Source: an optimization exercise on an open RTL-to-GDS flow (aim: small area, a short achievable clock period and few clock cycles per item). Production flows keep margins and buffers that such runs may drop.
RTL that was checked went through simulation tests only; none was proved equivalent to the original.

// hft_macd_engine_mc
module hft_macd_engine_mc #(
   parameter int N_CH            = 4,
   parameter int PRICE_W         = 32,
   parameter int FRAC_W          = 16,
   parameter int ALPHA_FAST      = 10181,
   parameter int ALPHA_SLOW      = 4854,
   parameter int ALPHA_SIG       = 13107,
   parameter int HYST            = 0,
   parameter int WARMUP_TICKS    = 26,
   parameter int STOP_LOSS_PTS   = 50,
   parameter int TAKE_PROFIT_PTS = 100
) (
   input  logic                              clk,
   input  logic                              reset,
   input  logic                              tick_valid,
   output logic                              tick_ready,
   input  logic [$clog2(N_CH)-1:0]           tick_ch,
   input  logic signed [PRICE_W-1:0]         tick_price,
   input  logic                              trade_en,
   output logic                              order_valid,
   input  logic                              order_ready,
   output logic [$clog2(N_CH)-1:0]           order_ch,
   output logic [1:0]                        order_side,
   output logic signed [PRICE_W-1:0]         order_price
);
Size: roughly 7800 cells after synthesis, about 1200 flip-flops, about 0.097 mm^2 of cells after synthesis.
clock: 17.0 ns
lec_check: 0
abc_clock_period_in_ps: 7000
cap_margin: 60
core_margin: 2
core_utilization: 40
slew_margin: 60
run.sh (not shown) runs the stock make flow with config.mk's settings and CLKGATE_MAP_FILE= SYNTH_SCRIPT=/design/flow/synth_recipe.tcl, a recipe that flattens the netlist after the stock synthesis.
Testbench counts at the start, summed over its fixed seeds: cycles 24,032, ticks 24,000.
Change:
ABC_CLOCK_PERIOD_IN_PS = not set   (was 7000)
CORE_UTILIZATION = 60   (was 40)
CTS_BUF_LIST = sky130_fd_sc_hd__clkbuf_4 sky130_fd_sc_hd__clkbuf_8   (was not set)
The changed run finished with timing, DRC and antenna clean; cell count fell by 8.1%; design area falls by 1.5%; worst setup slack gains 0.075 ns; flip-flop and latch count does not change; wire length came out lower by 3.1%; synthesized cell count does not change; via count increases by 1.6%; clock-buffer cell count goes up by 106; non-clock buffer count falls by 12.
Change:
ABC_AREA = 1   (was not set)
CORE_UTILIZATION = 40   (was 60)
CTS_BUF_LIST = not set   (was sky130_fd_sc_hd__clkbuf_4 sky130_fd_sc_hd__clkbuf_8)
Fmax climbs by 6.9%.
Clock-buffer cell count drops by 117.
Wire length climbs by 13%.
Synthesized cell count climbs by 24%.
Change:
ABC_AREA = not set   (was 1)
CORE_UTILIZATION = 60   (was 40)
Outcome:
- final area drops by 3.8%
- area after synthesis drops by about 2.6%
- synthesized cell count drops by about 20%
- global-route usage climbs by 9.0 points
- die area drops by 35%
- via count drops by about 12%

---

== v8 ==
Starting RTL as in the previous note.
make LEC_CHECK=0 CAP_MARGIN=60 CORE_MARGIN=2 CORE_UTILIZATION=40 SLEW_MARGIN=60 finish   # period 17.0 ns
Testbench counts of v8, summed over its fixed seeds: cycles 24,032, ticks 24,000.
What v7 does differently from v8 at the input level:
-- flow/config.mk --
<<< v8, line 7
export LEC_CHECK = 0
export CAP_MARGIN = 60
export CORE_MARGIN = 2
export CORE_UTILIZATION = 40
export SLEW_MARGIN = 60
>>> v7, line 7
export LEC_CHECK = 0
export ABC_AREA = 1
export CAP_MARGIN = 60
export CORE_MARGIN = 2
export CORE_UTILIZATION = 60
export SLEW_MARGIN = 60
export SYNTH_HIERARCHICAL = 1
## What came out
- v7 finished end to end and its layout was clean on timing, DRC and antenna.
- [compare] base=v8 new=v7: utilization increased by 21 points relative to the old numbers; global routing met3 resource utilization increased by 0.99 points relative to the old numbers; wire length on met2 increased by 6.5% relative to the old numbers; cell area after layout increased by 0.0047 mm² relative to the old numbers.
[inputs] v54 vs v7
-- flow/config.mk --
<<< v7, line 7
export LEC_CHECK = 0
export ABC_AREA = 1
export CAP_MARGIN = 60
export CORE_MARGIN = 2
export CORE_UTILIZATION = 60
export SLEW_MARGIN = 60
export SYNTH_HIERARCHICAL = 1
>>> v54, line 7
export LEC_CHECK = 0
export CAP_MARGIN = 40
export CORE_MARGIN = 2
export CORE_UTILIZATION = 40
export SLEW_MARGIN = 40
Notes after the runs:
v54 vs v7 — global-route usage dropped 11 points.
Against v7, v54 comes in 13,911 lower on number of vias in the routed layout.
Summary of v54 over v7: met2 wire length went down about 6%; final standard cell area without fillers went down 0.0064 mm².
Final setup slack of the worst path (v54 over v7): decrease, 1.33 ns
Between v54 and v7, the met2 global-route usage is higher for v7.
On initial antenna violation count, the higher figure sits with v54, not v7.
v54: portion of the layout cell area used by clock cells higher than v7
v54 falls short of v7 in die area.

---

## run A
Another version of the RTL of hft_macd_engine_mc (not shown whole).
Size: about 1,100 flip-flops, about 77 I/O pins, ~94,000 sq um of cells after synthesis.
export LEC_CHECK = 0
export CAP_MARGIN = 60
export CORE_MARGIN = 2
export CORE_UTILIZATION = 40
export SLEW_MARGIN = 60
create_clock -name core_clock -period 17.0 [get_ports {clk}]
Run A did not stop at any stage, and its layout met the timing, design-rule and antenna checks.
What run B does differently from run A at the input level:
==> flow/flow/run.sh (new file) <==
#!/bin/bash
set -euo pipefail
cd "$(dirname "$0")/.."
bash standard.sh SETUP_SLACK_MARGIN=11 finish > flow_make.log 2>&1
==> flow/standard.sh (new file) <==
#!/bin/bash
# synth_recipe.tcl (not shown) runs the flow's synth.tcl, then flattens the netlist and writes it again
# the make line also repeats each setting of config.mk as NAME=value (left out here)
make -C /OpenROAD-flow-scripts/flow DESIGN_CONFIG=/design/flow/config.mk WORK_HOME=/design/flow/orfs CLKGATE_MAP_FILE= SYNTH_SCRIPT=/design/flow/synth_recipe.tcl "${@:-finish}"
removed: flow/run.sh
Findings:
When run B is set beside run A, its worst setup slack turns out to be 990 ps larger. Measured against each other, run B and run A differ in number of search-and-repair iterations in the first detailed-routing pass, the lower figure coming from run A. Compared with run A, run B shows instance count on the critical path that has gone up by a few percent.
For run C, these inputs were changed with respect to run B:
- SLEW_MARGIN changed from 60 to 20
- CAP_MARGIN changed from 60 to 20
==> flow/run.sh (new file) <==
#!/bin/bash
# synth_recipe.tcl (not shown) runs the flow's synth.tcl, then flattens the netlist and writes it again
# the make line also repeats each setting of config.mk as NAME=value (left out here)
make -C /OpenROAD-flow-scripts/flow DESIGN_CONFIG=/design/flow/config.mk WORK_HOME=/design/flow/orfs CLKGATE_MAP_FILE= SYNTH_SCRIPT=/design/flow/synth_recipe.tcl finish
removed: flow/flow/run.sh
removed: flow/standard.sh
==> run summary <==
- Relative to run B, number of nets at the end of the flow has decreased by 576 in run C.
- Between run B and run C, the flow reports routed length on met1 decreasing by a few percent.
Function was not checked in any run of this note: the RTL went through the layout flow alone.

---

hft_macd_engine_mc, a different RTL version from the one above (not shown whole).
Size in the first run: roughly 9300 cells after synthesis, about 77 I/O pins.
export LEC_CHECK = 0
export ABC_AREA = 1
export CAP_MARGIN = 60
export CORE_MARGIN = 2
export CORE_UTILIZATION = 60
export SLEW_MARGIN = 60
export SYNTH_HIERARCHICAL = 1
create_clock -name core_clock -period 17.0 [get_ports {clk}]
standard.sh (not shown) runs the stock make flow with config.mk's settings and CLKGATE_MAP_FILE= SYNTH_SCRIPT=/design/flow/synth_recipe.tcl, a recipe that flattens the netlist after the stock synthesis.
==> flow/flow/run.sh <==
#!/bin/bash
set -euo pipefail
cd "$(dirname "$0")/.."
bash standard.sh SETUP_SLACK_MARGIN=11.5 finish > flow_make.log 2>&1
Testbench counts at the start, summed over its fixed seeds: cycles 24,040, ticks 24,000.
Rerun with:
==> flow/run.sh (new file) <==
#!/bin/bash
# synth_recipe.tcl (not shown) runs the flow's synth.tcl, then flattens the netlist and writes it again
# the make line also repeats each setting of config.mk as NAME=value (left out here)
make -C /OpenROAD-flow-scripts/flow DESIGN_CONFIG=/design/flow/config.mk WORK_HOME=/design/flow/orfs CLKGATE_MAP_FILE= SYNTH_SCRIPT=/design/flow/synth_recipe.tcl finish
removed: flow/flow/run.sh
removed: flow/standard.sh
The new run went through all stages and came out clean.
Global-route usage goes down by 0.73 points.
Setup slack is worse by 0.56 ns.
Count of clock-buffer cells in the layout goes down by 4.
Rerun with:
- CTS_CLUSTER_DIAMETER: unset -> 120
- CTS_CLUSTER_SIZE: unset -> 25
Die area does not change.
Cell area shrinks by a few percent.
Wire length shrinks slightly.
Core utilization shrinks by 1.8 points.
Maximum frequency shrinks slightly.
Global-route usage shrinks by 0.43 points.
Synthesized cell count stays the same.

---

hft_macd_engine_mc, a different RTL version from the one above (not shown whole).
Size in the first run: about 8900 cells after synthesis, ~0.097 mm2 of cells after synthesis.
Design hft_macd_engine_mc, start of the top module:
module hft_macd_engine_mc #(
   parameter int N_CH            = 4,
   parameter int PRICE_W         = 32,
   parameter int FRAC_W          = 16,
   parameter int ALPHA_FAST      = 10181,
   parameter int ALPHA_SLOW      = 4854,
   parameter int ALPHA_SIG       = 13107,
   parameter int HYST            = 0,
   parameter int WARMUP_TICKS    = 26,
   parameter int STOP_LOSS_PTS   = 50,
   parameter int TAKE_PROFIT_PTS = 100
) (
   input  logic                              clk,
   input  logic                              reset,
   input  logic                              tick_valid,
   output logic                              tick_ready,
   input  logic [$clog2(N_CH)-1:0]           tick_ch,
   input  logic signed [PRICE_W-1:0]         tick_price,
   input  logic                              trade_en,
   output logic                              order_valid,
   input  logic                              order_ready,
   output logic [$clog2(N_CH)-1:0]           order_ch,
   output logic [1:0]                        order_side,
   output logic signed [PRICE_W-1:0]         order_price
);
   localparam int CH_W   = $clog2(N_CH);
   localparam int E_W    = PRICE_W + FRAC_W;       
   localparam int M_W    = E_W + 1;                
   localparam int WARM_W = $clog2(WARMUP_TICKS + 1);
   localparam logic [WARM_W-1:0] WARM_MAX = WARM_W'(WARMUP_TICKS);
   localparam logic [1:0] POS_FLAT = 2'd0, POS_LONG = 2'd1, POS_SHORT = 2'd2;
   logic [E_W-1:0]     fast_q  [N_CH];
   logic [E_W-1:0]     slow_q  [N_CH];
   logic [M_W-1:0]     sig_q   [N_CH];
   logic [WARM_W-1:0]  warm_q  [N_CH];     
   logic [1:0]         pos_q   [N_CH];
   logic [PRICE_W-1:0] entry_q [N_CH];
   logic               rdy_q, qf_q;
   logic               v0_q, v1_q, v2_q, v3_q;
   logic [CH_W-1:0]    ch0_q, ch1_q, ch2_q, ch3_q;
   logic [PRICE_W-1:0] px0_q, px1_q, px2_q, px3_q;
   logic               te0_q, te1_q, te2_q, te3_q;
   logic [E_W-1:0]     f1n_q, s1n_q, f1_q, s1_q;    
   logic [WARM_W-1:0]  w1_q;
   logic [E_W-1:0]     f2_q, s2_q;
   logic               first2_q, first3_q, ok2_q, ok3_q;
  ...
==> flow/config.mk <==
export PLATFORM = sky130hd
export DESIGN_NAME = hft_macd_engine_mc
export DESIGN_NICKNAME = hft_macd_engine_mc
export VERILOG_FILES = /design/flow/design.v
export SDC_FILE = /design/flow/constraint.sdc
export NUM_CORES = 4
export LEC_CHECK = 0
export ABC_AREA = 1
export CAP_MARGIN = 70
export CORE_MARGIN = 2
export CORE_UTILIZATION = 60
export CTS_CLUSTER_DIAMETER = 120
export CTS_CLUSTER_SIZE = 25
export SLEW_MARGIN = 70
export SYNTH_HIERARCHICAL = 1
==> flow/constraint.sdc <==
create_clock -name core_clock -period 17.0 [get_ports {clk}]
set_input_delay 3.4000 -clock core_clock [delete_from_list [all_inputs] [get_ports {clk}]]
set_output_delay 3.4000 -clock core_clock [all_outputs]
set_load 0.01 [all_outputs]
run.sh (not shown) runs the stock make flow with config.mk's settings and CLKGATE_MAP_FILE= SYNTH_SCRIPT=/design/flow/synth_recipe.tcl, a recipe that flattens the netlist after the stock synthesis.
Stock flow here: none of the scripts above is used.
Testbench counts at the start, summed over its fixed seeds: cycles 24,040, ticks 24,000.
Then changed:
Settings changed: CAP_MARGIN 70 to 50, SLEW_MARGIN 70 to 50.
The changed run completed with no timing, DRC or antenna violations.
Global-route usage stays flat.
Register-to-register slack gets worse by 0.21 ns.
Non-clock buffer count drops by 145.
Setup slack gets worse by 0.21 ns.
Final area drops by 1.7%.
Synthesized area does not change.
Routed wire length hardly moves.
Then changed:
Settings changed: CAP_MARGIN 50 to 60, SLEW_MARGIN 50 to 60.
=> The new run passed the timing, design-rule and antenna checks; register-to-register slack gets better by 0.23 ns; utilization goes up by 0.37 points; flip-flop and latch count is unchanged; final cell count climbs by 0.42%; clock skew fell by 0.011 ns; synthesized cell count is unchanged; worst hold slack is better by 0.0032 ns.

---

Setup of violet:
hft_macd_engine_mc, a different RTL version from the one above (not shown whole).
==> flow/design.v (excerpt) <==
module hft_macd_engine_mc #(
   parameter int N_CH            = 4,
   parameter int PRICE_W         = 32,
   parameter int FRAC_W          = 16,
   parameter int ALPHA_FAST      = 10181,
   parameter int ALPHA_SLOW      = 4854,
   parameter int ALPHA_SIG       = 13107,
   parameter int HYST            = 0,
   parameter int WARMUP_TICKS    = 26,
   parameter int STOP_LOSS_PTS   = 50,
   parameter int TAKE_PROFIT_PTS = 100
) (
   input  logic                              clk,
   input  logic                              reset,
   input  logic                              tick_valid,
   output logic                              tick_ready,
   input  logic [$clog2(N_CH)-1:0]           tick_ch,
   input  logic signed [PRICE_W-1:0]         tick_price,
   input  logic                              trade_en,
   output logic                              order_valid,
   input  logic                              order_ready,
   output logic [$clog2(N_CH)-1:0]           order_ch,
   output logic [1:0]                        order_side,
   output logic signed [PRICE_W-1:0]         order_price
);
clock: 17.0 ns
lec_check: 0
abc_area: 1
cap_margin: 60
core_margin: 2
core_utilization: 70
cts_cluster_diameter: 120
cts_cluster_size: 25
slew_margin: 60
synth_hierarchical: 1
violet | stages: all done | timing, DRC, antenna: all pass
Testbench counts of violet, summed over its fixed seeds: cycles 24,032, ticks 24,000.
Relative to violet, the following input files were edited for fjord:
# violet
export LEC_CHECK = 0
export ABC_AREA = 1
export CAP_MARGIN = 60
export CORE_MARGIN = 2
export CORE_UTILIZATION = 70
export CTS_CLUSTER_DIAMETER = 120
export CTS_CLUSTER_SIZE = 25
export SLEW_MARGIN = 60
export SYNTH_HIERARCHICAL = 1
create_clock -name core_clock -period 17.0 [get_ports {clk}]
# fjord
export LEC_CHECK = 0
export ABC_AREA = 1
export CAP_MARGIN = 60
export CORE_MARGIN = 2
export CORE_UTILIZATION = 60
export CTS_CLUSTER_DIAMETER = 120
export CTS_CLUSTER_SIZE = 25
export SLEW_MARGIN = 60
export SYNTH_HIERARCHICAL = 1
create_clock -name core_clock -period 17.0 [get_ports {clk}]
Results
The higher count of clock-net buffers in the final layout of fjord and violet is in fjord. fjord ends up with higher cell area than violet does. The maximum number of pins on one net before global-route repair in violet is 1.5 times that in fjord. A launching element of the worst setup path of s1n_q[21] is what fjord shows, while tick_ch[1] belongs to violet. fjord: done, clean on timing, DRC and antenna.
Input-level comparison between zinc and fjord:
# fjord
export LEC_CHECK = 0
export ABC_AREA = 1
export CAP_MARGIN = 60
export CORE_MARGIN = 2
export CORE_UTILIZATION = 60
export CTS_CLUSTER_DIAMETER = 120
export CTS_CLUSTER_SIZE = 25
export SLEW_MARGIN = 60
export SYNTH_HIERARCHICAL = 1
create_clock -name core_clock -period 17.0 [get_ports {clk}]
# zinc
export LEC_CHECK = 0
export ABC_AREA = 1
export CAP_MARGIN = 60
export CORE_MARGIN = 2
export CORE_UTILIZATION = 60
export SLEW_MARGIN = 60
export SYNTH_HIERARCHICAL = 1
create_clock -name core_clock -period 17.0 [get_ports {clk}]
- Fraction of the cycle the final worst path needs delta for zinc relative to fjord: 0.28 points lower
- Changes observed in zinc relative to fjord: total wire length after detailed routing went up, non-clock buffer share of cell area comparable, met3 usage in global routing about even.

---

Another version of the RTL of hft_macd_engine_mc (not shown whole).
Size: about 970 flip-flops, roughly 77 I/O pins, about 78000 µm² of cells after synthesis.
Design hft_macd_engine_mc, start of the top module:
module hft_macd_engine_mc #(
   parameter int N_CH            = 4,
   parameter int PRICE_W         = 32,
   parameter int FRAC_W          = 16,
   parameter int ALPHA_FAST      = 10181,
   parameter int ALPHA_SLOW      = 4854,
   parameter int ALPHA_SIG       = 13107,
   parameter int HYST            = 0,
   parameter int WARMUP_TICKS    = 26,
   parameter int STOP_LOSS_PTS   = 50,
   parameter int TAKE_PROFIT_PTS = 100
) (
   input  logic                              clk,
   input  logic                              reset,
   input  logic                              tick_valid,
   output logic                              tick_ready,
   input  logic [$clog2(N_CH)-1:0]           tick_ch,
   input  logic signed [PRICE_W-1:0]         tick_price,
   input  logic                              trade_en,
   output logic                              order_valid,
   input  logic                              order_ready,
   output logic [$clog2(N_CH)-1:0]           order_ch,
   output logic [1:0]                        order_side,
   output logic signed [PRICE_W-1:0]         order_price
);
clock: 17.0 ns
lec_check: 0
cap_margin: 60
core_margin: 2
core_utilization: 40
slew_margin: 60
==> next run, changes <==
--- a/flow/config.mk
+++ b/flow/config.mk
@@ -7,5 +7,6 @@
 export LEC_CHECK = 0
-export CAP_MARGIN = 60
+export CAP_MARGIN = 85
 export CORE_MARGIN = 2
 export CORE_UTILIZATION = 40
-export SLEW_MARGIN = 60
+export SETUP_SLACK_MARGIN = 5
+export SLEW_MARGIN = 85
Via count went up by 13%.
Register-to-register slack got worse by 1.5 ns.
Routed wire length went up by 13%.
Non-clock buffer count went up by 1178.
Function was not checked in any run of this note: the RTL went through the layout flow alone.

static timing again, ports no longer ideal:
How much do the figures lean on ideal ports? The routed layouts below were timed once more, with nothing changed but the port constraints. Step 1 sets driving cells, clkbuf_16 on the clock port and buf_2 on the other inputs (assumed; they add their load-dependent delay and slew). Step 2, shift: input delay + t, output delay - t, t = (earliest + latest rising clock arrival at the registers) / 2. This alone moves slack from input paths to output paths. Slacks: no drivers / after step 1 / after step 2; pairs: no drivers / after step 1.
| run | t, ns | setup slack, ns | worst setup path at the end | clock arrival spread, ns | pins driven straight from the clock port |
|---|---|---|---|---|---|
| the first run of note 1 | 0.847 | 9.452 / 9.452 / 9.452 | register to register | 0.039 / 0.039 | 1 |
| the second run of note 1 | 1.008 | 9.527 / 9.527 / 9.527 | register to register | 0.068 / 0.069 | 1 |
| the third run of note 1 | 0.874 | 10.009 / 10.009 / 9.205 | input to register | 0.074 / 0.074 | 1 |
| the fourth run of note 1 | 0.868 | 9.608 / 9.608 / 9.608 | register to register | 0.046 / 0.046 | 1 |
| v8 | 0.847 | 9.452 / 9.452 / 9.452 | register to register | 0.039 / 0.039 | 1 |
| v7 | 0.855 | 10.546 / 10.546 / 10.123 | input to register | 0.064 / 0.065 | 1 |
| v54 | 0.857 | 9.216 / 9.216 / 9.216 | register to register | 0.057 / 0.057 | 1 |
| run A | 0.846 | 9.010 / 9.010 / 9.010 | register to register | 0.066 / 0.066 | 1 |
| run B | 0.844 | 10.000 / 10.000 / 10.000 | register to register | 0.064 / 0.065 | 1 |
| run C | 0.843 | 8.594 / 8.594 / 8.594 | register to register | 0.043 / 0.044 | 1 |
| the first run of note 4 | 0.879 | 11.496 / 11.496 / 11.496 | register to register | 0.076 / 0.076 | 1 |
| the second run of note 4 | 0.899 | 10.936 / 10.936 / 10.936 | register to register | 0.054 / 0.054 | 1 |
| the third run of note 4 | 0.822 | 10.878 / 10.878 / 10.878 | register to register | 0.045 / 0.044 | 1 |
| the first run of note 5 | 0.832 | 11.007 / 11.007 / 11.007 | register to register | 0.051 / 0.052 | 1 |
| the second run of note 5 | 0.831 | 10.800 / 10.800 / 10.800 | register to register | 0.063 / 0.063 | 1 |
| the third run of note 5 | 0.834 | 11.028 / 11.028 / 11.028 | register to register | 0.053 / 0.053 | 1 |
| violet | 0.801 | 10.443 / 10.449 / 9.648 | input to register | 0.062 / 0.062 | 1 |
| fjord | 0.786 | 10.586 / 10.586 / 10.015 | input to register | 0.034 / 0.033 | 1 |
| zinc | 0.874 | 10.633 / 10.633 / 9.943 | input to register | 0.038 / 0.038 | 1 |
| the first run of note 7 | 0.804 | 6.275 / 6.275 / 6.275 | register to register | 0.089 / 0.090 | 1 |
| the second run of note 7 | 0.817 | 4.773 / 4.773 / 4.773 | register to register | 0.094 / 0.093 | 1 |
After both steps every run listed still meets setup and hold. For the third run of note 1, which loses most, drivers alone change the setup slack by 0.000 ns; drivers and shift together by -0.804 ns.
